This is an optimization exercise on Yosys and OpenROAD, whose aim is small area, a short achievable clock period and few clock cycles per item, not a production implementation. RTL that was checked went through simulation tests only; none was proved equivalent to the original. For run 1, only the layout was checked, not whether the RTL still works. No activity file was given, so power comes from the tool's default toggle rates.

==> flow/design.v, too long to show whole: its modules and the start of the top module <==
// module gaussian_elim_engine: 1396 lines
// module gauss_x3: 8 lines
// module gauss_pgn: 11 lines
// module gauss_pgp: 11 lines
// module gauss_pggn: 8 lines
// module gauss_pggp: 8 lines
// module gauss_fa: 10 lines
// module gauss_ha: 9 lines
module gaussian_elim_engine (
    input  logic        clk,
    input  logic        rst,
    input  logic        start,
    output logic        busy,
    output logic        done,
    output logic        c_rd_en,
    output logic [3:0]  c_rd_addr,
    input  logic [31:0] c_rd_data,
    output logic        a_rd_en,
    output logic [7:0]  a_rd_addr,
    input  logic [31:0] a_rd_data,
    output logic        b_rd_en,
    output logic [7:0]  b_rd_addr,
    input  logic [31:0] b_rd_data,
    output logic        st_en,
    output logic [7:0]  st_addr,
    output logic [31:0] st_data
);
  // ...
==> flow/run.sh <==
#!/bin/bash
# synth_recipe.tcl (not shown) runs the flow's synth.tcl, then flattens the netlist and writes it again
# the make line also repeats each setting of config.mk as NAME=value (left out here)
make -C /OpenROAD-flow-scripts/flow DESIGN_CONFIG=/design/flow/config.mk WORK_HOME=/design/flow/orfs CLKGATE_MAP_FILE= SYNTH_SCRIPT=/design/flow/synth_recipe.tcl finish
==> flow/config.mk <==
export PLATFORM = sky130hd
export DESIGN_NAME = gaussian_elim_engine
export DESIGN_NICKNAME = gaussian_elim_engine
export VERILOG_FILES = /design/flow/design.v
export SDC_FILE = /design/flow/constraint.sdc
export NUM_CORES = 4
export LEC_CHECK = 0
export CAP_MARGIN = 20
export CORE_MARGIN = 2
export CORE_UTILIZATION = 40
export SETUP_SLACK_MARGIN = 5
export SLEW_MARGIN = 20
export SYNTH_HIERARCHICAL = 1
export SYNTH_MINIMUM_KEEP_SIZE = 0
==> flow/constraint.sdc <==
create_clock -name core_clock -period 10.0 [get_ports {clk}]
set_input_delay 2.0000 -clock core_clock [delete_from_list [all_inputs] [get_ports {clk}]]
set_output_delay 2.0000 -clock core_clock [all_outputs]
set_load 0.01 [all_outputs]
==> results_dict.tcl, run 1 <==
set metrics [dict create \
    startpoint "bo_r[6]$_DFF_P_" \
    row_count 83 \
    min_delay_path_depth 0 \
    seq_share 0.239 \
    tap_cells 680 \
    arrival_ns 4.36 \
    yosysTopAreaCell "dfxtp_1" \
    area_growth_pct 16.6 \
    clk_share 0.0523 \
    fin_util 0.472 \
    postCtsSetupBuffers 0 \
    cap_violations 0 \
    synthDistinctLibCells 38 \
    grt.met1_usage 0.314 \
    worstMarginPinSlew_ns 1.01 \
    status "finished clean" \
    max_slew_margin 0.327 \
    drc 0 \
    synth-edff-count 0 \
    post-route-period-util 0.393 \
    insertion_delay_ns 0.56 \
    cts-htree-levels 2 \
    num_antenna_cells 0 \
    power_clock_mw 1.38 \
    r2r_cells 8 \
    top_usage_layer "met2" \
    powerDensity_nw_per_um2 281 \
    synthTopCellsByCount "dfxtp_1 (289), fa_1 (286), xor2_1 (278)" \
]
==> run 2: changes to the inputs <==
--- a/flow/design.v
+++ b/flow/design.v
@@ -73,17 +73,19 @@
         f2_r      <= f1_r;
         f3_r      <= f2_r;
         z2_r      <= z1_r;
         ad2_r     <= ad1_r;
         c_addr_r  <= cnt_row;
         st_addr_r <= ad2_r;
     end
     logic [31:0] a_q_r, a2_r, x_r, xn_r;
-    logic [15:0] bo_r, bt_r, bn_r;    
+    logic [15:0] bon_r, btn_r, bn_r;  
+    wire  [15:0] bo_r = ~bon_r;
+    wire  [15:0] bt_r = ~btn_r;
     logic [31:0] t0_r;
     logic [31:0] t1_r;
     logic [31:0] t2_r;
     wire [31:0] tg0 = t0_r;
     wire [31:0] tg1 = t1_r;
     wire [31:0] tg2 = t2_r;
     wire [31:0] bg = b_rd_data & {32{!(f3_r | !v3_r)}};
     wire [32:0] cx = {c_rd_data, 1'b0};
@@ -1370,18 +1372,18 @@
     gauss_x3 i_ts530 (.a(tc463), .b(ts466), .c(tc465), .y(ts530));
     wire [31:0] t0_d = {tc529, tc527, tc525, tc523, tc521, tc519, tc517, tc515, tc513, tc511, tc509, tc507, tc505, tc503, tc501, tc499, tc497, tc495, tc493, tc491, tc489, tc487, tc485, tc483, tc481, tc479, tc477, tc475, tc473, tc471, tc469, ts468};
     wire [31:0] t1_d = {ts530, ts528, ts526, ts524, ts522, ts520, ts518, ts516, ts514, ts512, ts510, ts508, ts506, ts504, ts502, ts500, ts498, ts496, ts494, ts492, ts490, ts488, ts486, ts484, ts482, ts480, ts478, ts476, ts474, ts472, ts470, ts352};
     wire [31:0] t2_d = {ts467, ts464, ts460, ts456, ts452, ts448, ts444, ts440, ts436, ts432, ts428, ts424, ts420, ts416, ts412, ts408, ts404, ts400, ts396, ts392, ts388, ts384, ts380, ts376, ts372, ts368, ts364, bg[4], bg[3], bg[2], bg[1], bg[0]};
     always_ff @(posedge clk) begin
         a_q_r <= a_rd_data;
         x_r   <= x_d;    
         xn_r  <= y_d | {32{(f2_r | !v2_r)}};    
-        bo_r  <= bo_d & {16{me2_r & !(f2_r | !v2_r)}};
-        bt_r  <= bt_d & {16{me2_r & !(f2_r | !v2_r)}};
+        bon_r <= ~(bo_d & {16{me2_r & !(f2_r | !v2_r)}});
+        btn_r <= ~(bt_d & {16{me2_r & !(f2_r | !v2_r)}});
         bn_r  <= bn_d & {16{me2_r & !(f2_r | !v2_r)}};
         t0_r <= t0_d;
         t1_r <= t1_d;
         t2_r <= t2_d;
     end
     assign busy      = busy_r;
     assign done      = done_r;
     assign c_rd_en   = c_en_r;
==> run 2 against run 1 <==
- still clean on timing, DRC and antenna
- core utilization is 0.50 points lower
- flip-flop and latch count stayed put
- cell count is 1.3% lower
- sequential power hardly changed
- clock power is 8% lower
- clock skew is 0.0087 ns lower
- critical path depth is 1 lower
- hold slack worse by 0.0021 ns
- critical path type unchanged
- critical endpoint is now t1_r[29]$_DFF_P_
- largest power group unchanged
- highest routed layer is now met4
==> results_dict.tcl, run 2 <==
set metrics [dict create \
    status "finished clean" \
    yosysMostFrequentCell "xor2_1" \
    syn_inst 1872 \
    r2r_start "btn_r[5]$_DFF_P_" \
    area_growth_pct 15.9 \
    ctsHoldBuffers 0 \
    synth_area_per_cell_um2 11.0 \
    yosysTopAreaCell "dfxtp_1" \
    arrival_ns 4.33 \
    initial_core_util 0.403 \
    required_ns 10.48 \
    post_cts_resized 0 \
    first_pass_iters 5 \
    path_clk_slew_ns 0.06 \
    die_y_um 231 \
    grt_pass1_wl_um 95800 \
    min_path_type "flop to flop" \
    routedWlPerCell_um 23.4 \
    skew_ns 0.0112 \
    antenna_found_initial 1 \
    die_w_um 231 \
    yosysWarnings 7 \
    synth_area_leaders "dfxtp_1 (28%), fa_1 (28%), xor2_1 (12%)" \
    synth-edff-count 0 \
    cp_max_fo 21 \
    track_usage 0.236 \
    postCtsSetupBuffers 0 \
    synth_seq_cells 289 \
    dr.first_iter.drc_count 1357 \
    cp-end-kind "flop" \
    cts_sinks 289 \
    fin_crit_ns 3.85 \
    cts_buffers 31 \
    drc 0 \
    synthesis.area_um2 20700 \
    mostFrequentLayoutCells "xor2_1 (294), dfxtp_1 (287), fa_1 (286)" \
    r2r_cells 7 \
    fin_util 0.467 \
    powerDensity_nw_per_um2 280 \
    async_flop_share 0 \
    p_leak_nw 11.2 \
    synthFlopType "dfxtp_1" \
    cp-start-kind "flop" \
    io_buffers 164 \
    antenna_left 0 \
    grt_overflow 0 \
    multi_input_area_um2 14000 \
    setup_violations 0 \
    vias_per_cell 5.44 \
    grt_max_degree 36 \
    fillers 4678 \
    nets 2429 \
    synth_seq_area_share 0.280 \
    row_count 83 \
    final_common_cell "xor2_1" \
    cts-htree-levels 1 \
    synthTopCellsByCount "xor2_1 (294), dfxtp_1 (289), fa_1 (286)" \
    max_slew_margin 0.313 \
    drive_gt1_frac 0.108 \
    dieArea_um2 53500 \
    insertion_delay_ns 0.61 \
    synth_top_area_share 0.280 \
    cap_violations 0 \
    vias 14500 \
    fin_tns_setup_ns 0 \
    crit_type "flop to flop" \
    finalWirelength_um 62300 \
    worstMarginPinSlew_ns 1.03 \
    core_area_um2 51200 \
    gp_congestion 0.964 \
    grt_pass1_vias 15500 \
    num_io_pins 165 \
    drv_slew 0 \
    min_delay_path_depth 0 \
    rsz0062_at_grt "no" \
    cts_tree "built" \
    post-route-period-util 0.385 \
    clockBufferDepth 3 \
    hold_viol 0 \
    synthDistinctLibCells 36 \
    fmax_mhz 260 \
    register_area_um2 5790 \
    hold_start "z1_r$_DFF_P_" \
    hpwl_um 46500 \
    syn_nets 2342 \
    startpoint "btn_r[5]$_DFF_P_" \
    cts_root_buf "clkbuf_16" \
    vdd_drop_max_mv 0.140 \
]
==> run 2: cell types whose count changed after synthesis, sizes merged, moves of 7 or more <==
cell    before  now
nor2        62   75
clkinv       9    0
xnor2       30   14
nand3b      15    0
nand2      103  116
a21oi       92   77
and3        18    2
o21ai       57   72
inv         70   47
nand2b      17    2
nor3b       15   30
buf         68   75
xor2       278  294
==> run 2: logic make-up after synthesis <==
family,after synthesis,synth area share
other cells,1,0.000182
xor+xnor,325,0.150
compound gates,408,0.136
buf+inv,196,0.0403
flops,289,0.280
fa+ha+maj,371,0.329
simple gates,282,0.0648
==> run 2: per-module statistics from Yosys (local to each module, per instance) <==
module | flip-flops and latches | times used
gauss_ha | 0 | 65
gauss_pgp | 0 | 42
gauss_pggn | 0 | 20
gaussian_elim_engine | 289 | 1
gauss_pggp | 0 | 10
gauss_pgn | 0 | 52
gauss_fa | 0 | 286
gauss_x3 | 0 | 17
==> run 2: power by group <==
part / switching (mW) / total, mW / internal (mW) / leakage [nW]
registers: 0.183 / 1.61 / 1.42 / 2.38
clock network: 0.505 / 1.27 / 0.763 / 0.556
logic: 2.48 / 3.83 / 1.35 / 8.30
total: 3.17 / 6.71 / 3.54 / 11.2
==> run 2: area by class of cell <==
cell class / count / share of cell area
Timing Repair Buffer: 203 / 0.0808
Tap cell: 680 / 0.0356
Clock inverter: 20 / 0.0119
Clock buffer: 38 / 0.0356
Multi-Input combinational cell: 1387 / 0.587
Inverter: 47 / 0.00737
Sequential cell: 289 / 0.242
Antenna cell: 2 / 0.000209
==> run 2: through the flow <==
step | hold slack (ns) | worst slack [ns] | area [um^2] | std cells | total power [mW]
detailed placement | 0.312 | 5.95 | 22800 | 2606 | 5.44
CTS | 0.325 | 6.17 | 23900 | 2664 | 6.73
finish | 0.324 | 6.15 | 23900 | 2666 | 6.71
global route | 0.329 | 6.00 | 23900 | 2664 | 7.10
global placement | 0.313 | 5.97 | 22800 | 2606 | 5.43
floorplan | 0.310 | 6.49 | 20700 | 1872 | 4.04
==> run 2: path summary, 6_finish.rpt <==
kind,to,slack [ns]
setup reg to reg,t1_r[29]$_DFF_P_,6.15
setup / recovery,t1_r[29]$_DFF_P_,6.15
hold reg to reg,z2_r$_DFF_P_,0.32
hold / removal,z2_r$_DFF_P_,0.32
==> run 2: worst max-delay path, stage by stage, from the launching register on <==
cell	delay [ns]
dfxtp_1	0.86
o22ai_1	0.22
xor2_1	0.22
fa_1	0.47
fa_1	0.52
fa_1	0.53
fa_1	0.45
fa_1	0.44
==> run 2: per-layer routing <==
layer	track usage	vias to the layer above	wire, um
li1	-	6512	-
met1	0.322	7250	26900
met2	0.372	631	28100
met3	0.0570	111	5340
met4	0.0673	0	1930
met5	0	-	0
Testbench counts of run 2, summed over its fixed seeds: cycles 16,696, runs 64.
==> run 3: changes to the inputs <==
--- a/flow/config.mk
+++ b/flow/config.mk
@@ -9,4 +9,5 @@
 export CORE_MARGIN = 2
 export CORE_UTILIZATION = 40
+export CTS_BUF_LIST = sky130_fd_sc_hd__clkbuf_8
 export SETUP_SLACK_MARGIN = 5
 export SLEW_MARGIN = 20
==> run 3 against run 2 <==
- sequential share of layout area barely moved
- die area unchanged
- power fell by 1.6%
- combinational power about the same
- hold slack hardly changed
- via count increased by 0.57%
- clock skew grew 0.020 ns
- register-to-register slack gained 0.02 ns
- maximum frequency rose by 0.51%
- worst setup slack improved by 0.019 ns
- clock-buffer cell count rose by 28
- non-clock buffer count stayed put
==> results_dict.tcl, run 3 <==
set metrics [dict create \
    status "finished clean" \
    die_w_um 231 \
    post-route-period-util 0.383 \
    cts_buffers 51 \
    async_flop_share 0 \
    fin_tns_setup_ns 0 \
    first_pass_iters 5 \
    hpwl_um 46500 \
    seqPwrFrac 0.243 \
    num_io_pins 165 \
    antenna_found_initial 1 \
    synthesis.area_um2 20700 \
    routedWlPerCell_um 23.2 \
    power.share.switching 0.482 \
    core_area_um2 51200 \
    placed_area_um2 22800 \
    cts-htree-levels 2 \
    vias_per_cell 5.40 \
    fin_crit_ns 3.83 \
    pwr-share-comb 0.583 \
    synth_seq_area_share 0.280 \
    insertion_delay_ns 0.64 \
    synthDistinctLibCells 36 \
    fin_util 0.466 \
    synthFlopType "dfxtp_1" \
    initial_core_util 0.403 \
    grt_max_degree 36 \
    path_clk_slew_ns 0.06 \
    drc 0 \
    synth_top_area_share 0.280 \
    cp-start-kind "flop" \
    critPathMaxStageDelay_ns 0.84 \
    cts_root_buf "clkbuf_8" \
    fmax_mhz 261 \
    clkPwrFrac 0.174 \
    io_buffers 164 \
    crit_type "flop to flop" \
    synth_area_leaders "dfxtp_1 (28%), fa_1 (28%), xor2_1 (12%)" \
    dr.first_iter.drc_count 1417 \
    powerDensity_nw_per_um2 276 \
    clockBufferDepth 3 \
    antenna_left 0 \
    cts_tree "built" \
    synth_area_per_cell_um2 11.0 \
    ctsHoldBuffers 0 \
    cap_violations 0 \
    cp_max_fo 21 \
    row_count 83 \
    dieArea_um2 53500 \
    cp_slowest_cell "dfxtp_1" \
    p_leak_nw 11.3 \
    syn_nets 2342 \
    gp_congestion 0.964 \
    min_path_type "flop to flop" \
    finalWirelength_um 62600 \
    synth-edff-count 0 \
    yosysTopAreaCell "dfxtp_1" \
    arrival_ns 4.32 \
    yosysWarnings 7 \
    area_growth_pct 15.6 \
    required_ns 10.49 \
    vdd_drop_max_mv 0.141 \
    die_y_um 231 \
    switchingPower_mw 3.18 \
    nets 2449 \
    yosysMostFrequentCell "xor2_1" \
    ff2ff_setup_slack_ns 6.17 \
    cp-end-kind "flop" \
    cp_common_cell "fa_1" \
    synthTopCellsByCount "xor2_1 (294), dfxtp_1 (289), fa_1 (286)" \
    grt_overflow 0 \
    whs_ns 0.325 \
    vias 14600 \
    postCtsSetupBuffers 0 \
    track_usage 0.238 \
    grt_pass1_wl_um 96400 \
    hold_viol 0 \
    drv_slew 0 \
    p_int_mw 3.42 \
    mostFrequentLayoutCells "xor2_1 (294), dfxtp_1 (287), fa_1 (286)" \
    skew_ns 0.0307 \
    syn_inst 1872 \
    grt_pass1_vias 15700 \
    cts_sinks 289 \
    worstMarginPinSlew_ns 1.03 \
    setup_violations 0 \
    crit_chain "o22ai_1, xor2_1, fa_1, fa_1, fa_1, fa_1, fa_1" \
    post_cts_resized 0 \
    finalInstanceArea_um2 23900 \
    max_slew_margin 0.312 \
    synth_seq_cells 289 \
    final_common_cell "xor2_1" \
    drive_gt1_frac 0.116 \
    rsz0062_at_grt "no" \
    power_mw 6.60 \
]
==> run 3: cell families after synthesis <==
| logic type | synth area share |
|---|---|
| XOR/XNOR | 0.150 |
| AO/OA/AOI/OAI | 0.136 |
| AND/OR/NAND/NOR | 0.0648 |
| other | 0.000182 |
| adder cells (fa/ha/maj) | 0.329 |
| buffers and inverters | 0.0403 |
| flip-flops | 0.280 |
==> run 3: final timing paths <==
check,from,to,cells after the start
max,btn_r[5]$_DFF_P_,t1_r[29]$_DFF_P_,7
min,f1_r$_DFF_P_,f2_r$_DFF_P_,0
max reg2reg,btn_r[5]$_DFF_P_,t1_r[29]$_DFF_P_,7
min reg2reg,f1_r$_DFF_P_,f2_r$_DFF_P_,0
==> run 3: final cells by class <==
type                            instances  area (um^2)
Clock inverter                         26          178
Sequential cell                       289         5790
Antenna cell                            3         7.51
Inverter                               47          176
Multi-Input combinational cell       1387        14000
Timing Repair Buffer                  203         1930
Clock buffer                           66          908
Tap cell                              680          851
Fill cell                            4709        27300
==> run 3: layer usage <==
metal / GRT usage / vias to the layer above / share of wire
met5: 0 / - / 0
met4: 0.0736 / 0 / 0.031
met3: 0.0605 / 132 / 0.087
met2: 0.375 / 681 / 0.45
met1: 0.321 / 7223 / 0.43
li1: - / 6550 / -
==> run 3: stage by stage <==
| step | instances | worst slack, ns |
|---|---|---|
| 5_1_grt | 2698 | 5.99 |
| 2_1_floorplan | 1872 | 6.49 |
| 3_5_place_dp | 2606 | 5.95 |
| 4_1_cts | 2698 | 6.13 |
| 6_report | 2701 | 6.17 |
| 3_3_place_gp | 2606 | 5.97 |
==> run 3: critical path, delay by kind of cell, from the launching register on <==
family,cells,cell delay (ns)
xor gates and xnor gates,1,0.22
AOI/OAI and AO/OA,1,0.21
DFF,1,0.84
adders and majority gates,5,2.41
==> run 3: modules after synthesis, one instance, submodules excluded <==
module                cell area (um^2)  times used  cells
gauss_fa                          20.0         286      1
gauss_ha                          12.5          65      1
gauss_pggn                        8.76          20      1
gauss_pggp                        5.00          10      1
gauss_pgn                         12.5          52      2
gauss_pgp                         12.5          42      2
gauss_x3                          23.8          17      1
gaussian_elim_engine             12300           1   1286
==> run 3: power by group through the flow <==
stage	sequential [mW]	combinational (mW)	clock (mW)
after floorplan	1.59	2.44	0
final	1.61	3.85	1.15
after CTS	1.61	3.83	1.19
after global placement	1.63	3.80	0
after detailed placement	1.63	3.81	0
after global routing	1.63	4.12	1.23
==> run 4: changes to the inputs <==
==> flow/flow/run.sh (new file) <==
#!/bin/bash
# The standard layout (standard.sh), with the port buffers that ORFS adds
# made of sky130_fd_sc_hd__buf_2 cells instead of the default pick.
set -euo pipefail
sed 's|"\${@:-finish}"|BUFFER_PORTS_ARGS="-buffer_cell sky130_fd_sc_hd__buf_2" "${@:-finish}"|' standard.sh > standard_bufports.sh
grep -q BUFFER_PORTS_ARGS standard_bufports.sh
bash standard_bufports.sh > standard.log 2>&1
==> flow/standard.sh (new file) <==
#!/bin/bash
# synth_recipe.tcl (not shown) runs the flow's synth.tcl, then flattens the netlist and writes it again
# the make line also repeats each setting of config.mk as NAME=value (left out here)
make -C /OpenROAD-flow-scripts/flow DESIGN_CONFIG=/design/flow/config.mk WORK_HOME=/design/flow/orfs CLKGATE_MAP_FILE= SYNTH_SCRIPT=/design/flow/synth_recipe.tcl "${@:-finish}"
--- a/flow/config.mk
+++ b/flow/config.mk
@@ -9,5 +9,4 @@
 export CORE_MARGIN = 2
 export CORE_UTILIZATION = 40
-export CTS_BUF_LIST = sky130_fd_sc_hd__clkbuf_8
 export SETUP_SLACK_MARGIN = 5
 export SLEW_MARGIN = 20
removed: flow/run.sh
==> run 4 against run 3 <==
- combinational power is 4% lower
- first-iteration DRC count fell by 7.1%
- clock-buffer cell count decreased by 26
- synthesized cell count unchanged
- clock skew down 0.011 ns
- cell count decreased by 1.0%
- sequential power barely moved
- worst setup slack gained 0.0053 ns
- hold slack worse by 0.0049 ns
- global-route usage is 0.12 points higher
- maximum frequency up 0.14%
- clock power increased by 17%
==> results_dict.tcl, run 4 <==
set metrics [dict create \
    status "finished clean" \
    clockBufferDepth 3 \
    cp_common_cell "fa_1" \
    yosysTopAreaCell "dfxtp_1" \
    vdd_drop_max_mv 0.149 \
    postCtsSetupBuffers 0 \
    initial_core_util 0.403 \
    placed_area_um2 22000 \
    grt_pass1_wl_um 97000 \
    synth_seq_cells 289 \
    grt_max_degree 36 \
    ff2ff_setup_slack_ns 6.18 \
    cp_slowest_cell "dfxtp_1" \
    num_io_pins 165 \
    vias_per_cell 5.52 \
    yosysMostFrequentCell "xor2_1" \
    antenna_left 0 \
    drc 0 \
    antenna_found_initial 8 \
    r2r_end "t1_r[30]$_DFF_P_" \
    synth_top_area_share 0.280 \
    mostFrequentLayoutCells "xor2_1 (294), dfxtp_1 (287), fa_1 (286)" \
    cts_root_buf "clkbuf_16" \
    gp_congestion 0.901 \
    cp-start-kind "flop" \
    syn_nets 2342 \
    rsz0062_at_grt "no" \
    post_cts_resized 0 \
    min_delay_path_depth 0 \
    dr.first_iter.drc_count 1317 \
    fin_cells 2673 \
    r2r_cells 7 \
    post-route-period-util 0.382 \
    p_leak_nw 11.4 \
    powerDensity_nw_per_um2 287 \
    hold_viol 0 \
    async_flop_share 0 \
    row_count 83 \
    min_path_type "flop to flop" \
    skew_ns 0.0199 \
    io_buffers 164 \
    synthTopCellsByCount "xor2_1 (294), dfxtp_1 (289), fa_1 (286)" \
    area_growth_pct 12.4 \
    insertion_delay_ns 0.55 \
    syn_inst 1872 \
    worstMarginPinSlew_ns 0.947 \
    crit_chain "o22ai_1, xor2_1, fa_1, fa_1, fa_1, fa_1, fa_1" \
    r2r_start "bon_r[7]$_DFF_P_" \
    synth_seq_area_share 0.280 \
    setup_violations 0 \
    grt_pass1_vias 15900 \
    drive_gt1_frac 0.193 \
    cp_max_fo 18 \
    die_w_um 231 \
    whs_endpoint "ad2_r[1]$_DFF_P_" \
    nets 2434 \
    arrival_ns 4.24 \
    placedCellCount 2608 \
    hold_start "ad1_r[1]$_DFF_P_" \
    synthDistinctLibCells 36 \
    fin_tns_setup_ns 0 \
    drv_slew 0 \
    max_slew_margin 0.369 \
    yosysWarnings 7 \
    required_ns 10.41 \
    path_clk_slew_ns 0.06 \
    critPathMaxStageDelay_ns 0.82 \
    synth_area_leaders "dfxtp_1 (28%), fa_1 (28%), xor2_1 (12%)" \
    cp-end-kind "flop" \
    finalInstanceArea_um2 23200 \
    hpwl_um 46000 \
    track_usage 0.239 \
    synthFlopType "dfxtp_1" \
    fmax_mhz 262 \
    first_pass_iters 5 \
    routedWlPerCell_um 23.6 \
    ctsHoldBuffers 0 \
    cts-htree-levels 2 \
    cap_violations 0 \
    cts_tree "built" \
    dieArea_um2 53500 \
    core_area_um2 51200 \
    crit_type "flop to flop" \
    cts_sinks 289 \
    cts_buffers 34 \
    finalWirelength_um 63000 \
    die_y_um 231 \
    synth-edff-count 0 \
    vias 14800 \
    synthesis.area_um2 20700 \
    synth_area_per_cell_um2 11.0 \
    fin_crit_ns 3.82 \
    final_common_cell "xor2_1" \
    grt_overflow 0 \
]
run 4: cell type report:
type / count / area [um^2]
antenna: 4 / 10.0
clock buffer: 40 / 913
clock inverter: 21 / 298
fill: 4753 / 28000
inverter: 47 / 176
multi-input combinational: 1387 / 14000
sequential: 289 / 5790
tap: 680 / 851
timing repair buffer: 205 / 1130
run 4: logic make-up after synthesis:
group,share of synthesized area
AO/OA/AOI/OAI,0.136
adder cells (fa/ha/maj),0.329
XOR/XNOR,0.150
flip-flops,0.280
AND/OR/NAND/NOR,0.0648
buffers and inverters,0.0403
other,0.000182
run 4: per-stage QoR:
step           power, mW   util  setup slack (ns)  hold slack [ns]
2_1_floorplan       4.04      -              6.49            0.310
3_3_place_gp        5.31  0.429              6.30            0.312
3_5_place_dp        5.33  0.429              6.22            0.312
4_1_cts             6.70  0.453              6.20            0.318
5_1_grt             7.05  0.453              6.07            0.316
6_report            6.66  0.453              6.18            0.320
run 4: modules after synthesis (local to each module, per instance):
module	flip-flops and latches	cells	area (um^2)	times used
gauss_ha	0	1	12.5	65
gauss_fa	0	1	20.0	286
gauss_pgp	0	2	12.5	42
gauss_x3	0	1	23.8	17
gaussian_elim_engine	289	1286	12300	1
gauss_pggn	0	1	8.76	20
gauss_pgn	0	2	12.5	52
gauss_pggp	0	1	5.00	10
run 4: how the worst max path moves through the flow:
stage                           startpoint               end  slack (ns)
after CTS                 bon_r[7]$_DFF_P_  t1_r[30]$_DFF_P_        6.20
after detailed placement  xn_r[18]$_DFF_P_  t1_r[27]$_DFF_P_        6.22
after floorplan           xn_r[15]$_DFF_P_  t1_r[30]$_DFF_P_        6.49
after global routing      btn_r[7]$_DFF_P_  t1_r[30]$_DFF_P_        6.07
after global placement    btn_r[6]$_DFF_P_  t1_r[30]$_DFF_P_        6.30
final                     bon_r[7]$_DFF_P_  t1_r[30]$_DFF_P_        6.18
run 4: routing by layer:
metal	GRT usage	up-vias	routed length (um)	part of all wire
met2	0.368	744	27900	0.44
li1	-	6506	-	-
met4	0.0948	10	2430	0.039
met1	0.322	7335	26800	0.42
met5	0.00643	-	93	0.0015
met3	0.0616	162	5820	0.092
run 4: power by group:
part           switching (mW)  internal (mW)
combinational            2.43           1.26
clock                   0.520          0.819
sequential              0.201           1.42
run 4: worst max-delay path, delay by kind of cell, from the launching register on:
kind                     cells  cell delay (ns)
XOR/XNOR                     1             0.26
flip-flops                   1             0.82
AO/OA/AOI/OAI                1             0.22
adder cells (fa/ha/maj)      5             2.40
==> run 5: changes to the inputs <==
==> flow/flow/run.sh (replaced) <==
#!/bin/bash
# The standard layout (standard.sh), with the port buffers that ORFS adds
# made of sky130_fd_sc_hd__buf_1 cells instead of the default pick.
set -euo pipefail
sed 's|"\${@:-finish}"|BUFFER_PORTS_ARGS="-buffer_cell sky130_fd_sc_hd__buf_1" "${@:-finish}"|' standard.sh > standard_bufports.sh
grep -q BUFFER_PORTS_ARGS standard_bufports.sh
bash standard_bufports.sh > standard.log 2>&1
--- a/flow/config.mk
+++ b/flow/config.mk
@@ -8,5 +8,5 @@
 export CAP_MARGIN = 20
 export CORE_MARGIN = 2
-export CORE_UTILIZATION = 40
+export CORE_UTILIZATION = 60
 export SETUP_SLACK_MARGIN = 5
 export SLEW_MARGIN = 20
==> run 5 against run 4 <==
- still clean
- non-clock buffer count unchanged
- register-to-register slack lost 0.04 ns
- clock-buffer cell count did not move
- wire length fell by 5.3%
- critical endpoint is now t1_r[29]$_DFF_P_
==> results_dict.tcl, run 5 <==
set metrics [dict create \
    path_clk_slew_ns 0.07 \
    fmax_mhz 259 \
    num_antenna_cells 0 \
    synth_seq_area_share 0.280 \
    area_growth_pct 9.33 \
    synthTopCellsByCount "xor2_1 (294), dfxtp_1 (289), fa_1 (286)" \
    min_path_type "flop to flop" \
    rsz0062_at_grt "no" \
    synth-edff-count 0 \
    drive_gt1_frac 0.108 \
    critPathCapture "t1_r[29]$_DFF_P_" \
    crit_type "flop to flop" \
    syn_inst 1872 \
    die_w_um 190 \
    drc 0 \
    synth_area_leaders "dfxtp_1 (28%), fa_1 (28%), xor2_1 (12%)" \
    min_delay_path_depth 0 \
    async_flop_share 0 \
    synth_top_area_share 0.280 \
    worstMarginPinSlew_ns 1.02 \
    final_common_cell "xor2_1" \
    routedWlPerCell_um 24.5 \
    cp-end-kind "flop" \
    fin_tns_setup_ns 0 \
    ctsHoldBuffers 0 \
    cts_root_buf "clkbuf_16" \
    gp_congestion 0.911 \
    insertion_delay_ns 0.58 \
    grt_max_degree 35 \
    track_usage 0.341 \
    dieArea_um2 35900 \
    ff2ff_setup_slack_ns 6.14 \
    post-route-period-util 0.386 \
    num_io_pins 165 \
    synth_seq_cells 289 \
    finalWirelength_um 59600 \
    mostFrequentLayoutCells "xor2_1 (294), dfxtp_1 (287), fa_1 (286)" \
    nets 2430 \
    hpwl_um 44500 \
    post_cts_resized 0 \
    r2r_cells 7 \
    r2r_start "xn_r[15]$_DFF_P_" \
    cp-start-kind "flop" \
    cts_buffers 30 \
    drv_slew 0 \
    cap_violations 0 \
    antenna_left 0 \
    cts_sinks 289 \
    synthFlopType "dfxtp_1" \
    io_buffers 164 \
    cts_tree "built" \
    syn_nets 2342 \
    fin_crit_ns 3.86 \
    yosysTopAreaCell "dfxtp_1" \
    finalInstanceArea_um2 22600 \
    die_y_um 190 \
    first_pass_iters 6 \
    cp_slowest_cell "dfxtp_1" \
    arrival_ns 4.32 \
    grt_overflow 0 \
    placed_area_um2 21500 \
    synthDistinctLibCells 36 \
    cp_max_fo 18 \
    vias_per_cell 6.13 \
    max_slew_margin 0.319 \
    power_mw 6.37 \
    initial_core_util 0.613 \
    antenna_found_initial 1 \
    p_leak_nw 10.8 \
    setup_violations 0 \
    synth_area_per_cell_um2 11.0 \
    grt_pass1_vias 15500 \
    grt_pass1_wl_um 92300 \
    yosysWarnings 7 \
    skew_ns 0.0125 \
    status "finished clean" \
    row_count 67 \
    hold_viol 0 \
    yosysMostFrequentCell "xor2_1" \
    postCtsSetupBuffers 0 \
    dr.first_iter.drc_count 1520 \
    whs_ns 0.321 \
    core_area_um2 33700 \
    startpoint "xn_r[15]$_DFF_P_" \
    r2r_end "t1_r[29]$_DFF_P_" \
    critPathMaxStageDelay_ns 0.92 \
    powerDensity_nw_per_um2 282 \
    cts-htree-levels 1 \
    crit_chain "o22ai_1, xor2_1, fa_1, fa_1, fa_1, fa_1, fa_1" \
    vdd_drop_max_mv 0.247 \
    clockBufferDepth 3 \
    required_ns 10.46 \
    cp_common_cell "fa_1" \
    synthesis.area_um2 20700 \
    vias 14900 \
]
-- run 5: changes by cell type in the layout (fill, tap and decap cells not counted), sizes merged --
| cell | before | now |
|---|---|---|
| bufinv | 6 | 4 |
| clkinv | 7 | 5 |
| clkinvlp | 2 | 6 |
| diode | 4 | 0 |
| inv | 53 | 48 |
-- run 5: modules after synthesis (local to each module, per instance) --
module	flops+latches	cells inside	area, um^2
gauss_fa	0	1	20.0
gauss_ha	0	1	12.5
gauss_pggn	0	1	8.76
gauss_pggp	0	1	5.00
gauss_pgn	0	2	12.5
gauss_pgp	0	2	12.5
gauss_x3	0	1	23.8
gaussian_elim_engine	289	1286	12300
-- run 5: cells by family after synthesis --
logic type               after synthesis  synth area share
adder cells (fa/ha/maj)              371             0.329
XOR/XNOR                             325             0.150
buffers and inverters                196            0.0403
flip-flops                           289             0.280
AO/OA/AOI/OAI                        408             0.136
other                                  1          0.000182
AND/OR/NAND/NOR                      282            0.0648
-- run 5: layout make-up --
cell class / count / area, um^2
inverters: 47 / 176
clock buffers: 40 / 890
fillers: 2722 / 11100
repair buffers: 205 / 923
flip-flops and latches: 289 / 5790
clock inverters: 16 / 203
multi-input cells: 1387 / 14000
well taps: 448 / 561
-- run 5: routing by layer --
layer / track usage / part of all wire
met4: 0.132 / 0.044
met5: 0 / 0
met2: 0.535 / 0.45
met1: 0.473 / 0.41
met3: 0.0662 / 0.097
-- run 5: worst min-delay path by stage --
stage,start,endpoint,slack [ns]
6_report,me1_r$_DFF_P_,me2_r$_DFF_P_,0.32
2_1_floorplan,ad1_r[0]$_DFF_P_,ad2_r[0]$_DFF_P_,0.31
5_1_grt,ad1_r[1]$_DFF_P_,ad2_r[1]$_DFF_P_,0.33
3_3_place_gp,ad1_r[0]$_DFF_P_,ad2_r[0]$_DFF_P_,0.31
3_5_place_dp,ad1_r[1]$_DFF_P_,ad2_r[1]$_DFF_P_,0.31
4_1_cts,me1_r$_DFF_P_,me2_r$_DFF_P_,0.32
-- run 5: worst max-delay path, delay by kind of cell, from the launching register on --
family / cells / cell delay [ns]
AO/OA/AOI/OAI: 1 / 0.17
XOR/XNOR: 1 / 0.29
flip-flops: 1 / 0.92
adder cells (fa/ha/maj): 5 / 2.35
-- run 5: metrics by stage --
stage	utilization	worst slack [ns]	cells
global placement	0.638	6.25	2376
CTS	0.670	6.17	2432
floorplan	-	6.49	1872
detailed placement	0.638	6.16	2376
global route	0.670	6.03	2432
finish	0.670	6.14	2432
-- run 5: where the power goes --
group / leakage, nW / total (mW) / internal, mW / switching (mW)
clock: 0.522 / 1.21 / 0.728 / 0.482
combinational: 7.88 / 3.52 / 1.24 / 2.28
sequential: 2.38 / 1.65 / 1.42 / 0.221
total: 10.8 / 6.37 / 3.39 / 2.98
==> run 6: changes to the inputs <==
--- a/flow/config.mk
+++ b/flow/config.mk
@@ -8,5 +8,5 @@
 export CAP_MARGIN = 20
 export CORE_MARGIN = 2
-export CORE_UTILIZATION = 60
+export CORE_UTILIZATION = 40
 export SETUP_SLACK_MARGIN = 5
 export SLEW_MARGIN = 20
==> run 6 against run 5 <==
- wire length increased by 6.2%
- area after synthesis unchanged
- first-iteration DRC count decreased by 6.1%
- hold slack improved by 0.0044 ns
- clock-buffer cell count increased by 6
- highest routed layer is now met5
==> results_dict.tcl, run 6 <==
set metrics [dict create \
    power.share.switching 0.479 \
    cp-end-kind "flop" \
    vias_per_cell 5.54 \
    cap_violations 0 \
    fin_tns_setup_ns 0 \
    io_buffers 164 \
    worstMarginPinSlew_ns 1.08 \
    first_pass_iters 6 \
    synthFlopType "dfxtp_1" \
    row_count 83 \
    ff2ff_setup_slack_ns 6.18 \
    initial_core_util 0.403 \
    yosysTopAreaCell "dfxtp_1" \
    grt_pass1_wl_um 96300 \
    post_cts_resized 0 \
    path_clk_slew_ns 0.06 \
    arrival_ns 4.26 \
    final_common_cell "xor2_1" \
    vias 14800 \
    synth-edff-count 0 \
    setup_violations 0 \
    postCtsSetupBuffers 0 \
    fin_crit_ns 3.82 \
    cts_tree "built" \
    antenna_found_initial 5 \
    dieArea_um2 53500 \
    antenna_left 0 \
    cts_root_buf "clkbuf_16" \
    rsz0062_at_grt "no" \
    syn_nets 2342 \
    hpwl_um 46000 \
    required_ns 10.44 \
    dr.first_iter.drc_count 1428 \
    insertion_delay_ns 0.56 \
    vdd_drop_max_mv 0.154 \
    multi_input_area_um2 14000 \
    synthDistinctLibCells 36 \
    synth_seq_area_share 0.280 \
    max_slew_margin 0.281 \
    skew_ns 0.0187 \
    grt_pass1_vias 15800 \
    async_flop_share 0 \
    min_delay_path_depth 0 \
    grt_max_degree 36 \
    fillers 4807 \
    num_io_pins 165 \
    clkPwrFrac 0.195 \
    cp_max_fo 15 \
    fmax_mhz 262 \
    drive_gt1_frac 0.108 \
    ctsHoldBuffers 0 \
    area_growth_pct 11.1 \
    syn_inst 1872 \
    post-place-ws_ns 6.22 \
    clockBufferDepth 3 \
    whs_endpoint "ad2_r[3]$_DFF_P_" \
    synthesis.area_um2 20700 \
    die_w_um 231 \
    min_path_type "flop to flop" \
    synth_area_leaders "dfxtp_1 (28%), fa_1 (28%), xor2_1 (12%)" \
    powerDensity_nw_per_um2 286 \
    fin_cells 2671 \
    crit_type "flop to flop" \
    register_area_um2 5790 \
    r2r_cells 7 \
    gp_congestion 0.879 \
    r2r_end "t1_r[28]$_DFF_P_" \
    synth_area_per_cell_um2 11.0 \
    synthTopCellsByCount "xor2_1 (294), dfxtp_1 (289), fa_1 (286)" \
    die_y_um 231 \
    whs_ns 0.325 \
    hold_start "ad1_r[3]$_DFF_P_" \
    p_int_mw 3.42 \
    switchingPower_mw 3.14 \
    cp-start-kind "flop" \
    yosysMostFrequentCell "xor2_1" \
    drv_slew 0 \
    r2r_start "xn_r[18]$_DFF_P_" \
    placedCellCount 2607 \
    hold_viol 0 \
    pwr-share-comb 0.557 \
    track_usage 0.239 \
    synth_top_area_share 0.280 \
    seqPwrFrac 0.249 \
    p_leak_nw 10.8 \
    drc 0 \
    mostFrequentLayoutCells "xor2_1 (294), dfxtp_1 (287), fa_1 (286)" \
    routedWlPerCell_um 23.7 \
    cts_buffers 35 \
    cts-htree-levels 2 \
    status "finished clean" \
    nets 2434 \
    cts_sinks 289 \
    fin_ws_ns 6.18 \
    finalWirelength_um 63300 \
    post-route-period-util 0.382 \
    grt_overflow 0 \
    yosysWarnings 7 \
    synth_seq_cells 289 \
    core_area_um2 51200 \
]
run 6: area by class of cell:
type,instances,share of cell area
inverter,47,0.00769
multi-input combinational,1387,0.612
antenna,1,0.000109
timing repair buffer,204,0.0399
clock buffer,46,0.0417
clock inverter,17,0.00900
sequential,289,0.252
tap,680,0.0371
run 6: worst max-delay path by stage:
stage,to,cells past startpoint,slack [ns],from
after CTS,t1_r[30]$_DFF_P_,7,6.22,btn_r[6]$_DFF_P_
after detailed placement,t1_r[30]$_DFF_P_,7,6.22,btn_r[6]$_DFF_P_
after floorplan,t1_r[30]$_DFF_P_,9,6.49,xn_r[15]$_DFF_P_
after global placement,t1_r[15]$_DFF_P_,5,6.28,b_rd_data[14]
after global routing,t1_r[25]$_DFF_P_,7,6.07,xn_r[18]$_DFF_P_
final,t1_r[28]$_DFF_P_,7,6.18,xn_r[18]$_DFF_P_
run 6: per-stage QoR:
step	area (um^2)	power (mW)	util
final	22900	6.56	0.448
after floorplan	20700	4.04	-
after global placement	21800	5.29	0.425
after detailed placement	21800	5.30	0.425
after CTS	22900	6.61	0.448
after global routing	22900	6.98	0.448
run 6: critical path, stage by stage, from the launching register on:
cell and delay, ns:
dfxtp_1 0.90, o22ai_1 0.22, xor2_1 0.19, fa_1 0.52, fa_1 0.47, fa_1 0.51, fa_1 0.46, fa_1 0.43
run 6: power by group through the flow:
stage | logic (mW) | registers [mW] | clock network, mW
after floorplan | 2.44 | 1.59 | 0
after CTS | 3.67 | 1.62 | 1.32
final | 3.65 | 1.63 | 1.28
after global placement | 3.64 | 1.65 | 0
after global routing | 3.96 | 1.65 | 1.36
after detailed placement | 3.65 | 1.65 | 0
run 6: kinds of logic after synthesis:
group | count (synthesis) | share of synthesized area
AO/OA/AOI/OAI | 408 | 0.136
XOR/XNOR | 325 | 0.150
adder cells (fa/ha/maj) | 371 | 0.329
buffers and inverters | 196 | 0.0403
flip-flops | 289 | 0.280
other | 1 | 0.000182
AND/OR/NAND/NOR | 282 | 0.0648
run 6: layer usage:
layer  track usage  routed length, um  up-vias
met2         0.368              28000      749
met1         0.317              26900     7352
li1              -                  -     6510
met5             0                 34        -
met3        0.0722               6040      170
met4        0.0887               2320        6
run 6: modules after synthesis (local to each module, per instance):
module,cell area [um^2],flip-flops and latches
gauss_pggn,8.76,0
gaussian_elim_engine,12300,289
gauss_pgn,12.5,0
gauss_x3,23.8,0
gauss_ha,12.5,0
gauss_pggp,5.00,0
gauss_fa,20.0,0
gauss_pgp,12.5,0

==> afterwards: timing with drivers on the ports <==
No port has a modelled driver above. Below, the same layouts with a new extraction and two added sets of constraints. Step 1: set_driving_cell puts a clkbuf_16 on clk and a buf_2 on each other input, an assumption about the parent block. Step 2 adds t to the input delays and takes it off the output delays; t is the mean of the earliest and latest rising clock arrival at the registers after step 1. Input paths then give back, and output paths get back, about the clock's delay inside the block. Three values: ideal, step 1, step 2; two values: the first two.
run	shift t [ns]	setup slack, ns	worst setup path at the end	slew at the worst register clock pin (ns)
run 1	0.607	6.070 / 6.070 / 5.921	input to register	0.06 / 0.06
run 2	0.661	6.152 / 6.147 / 5.944	input to register	0.07 / 0.07
run 3	0.686	6.171 / 6.136 / 5.916	input to register	0.07 / 0.07
run 4	0.596	6.176 / 6.176 / 6.176	register to register	0.07 / 0.07
run 5	0.629	6.136 / 6.136 / 6.136	register to register	0.07 / 0.07
run 6	0.609	6.183 / 6.183 / 6.180	input to register	0.06 / 0.06
After both steps every run listed still meets setup and hold. The setup slack of run 3, which loses most, moves by -0.035 ns with the drivers and by -0.255 ns with both steps.
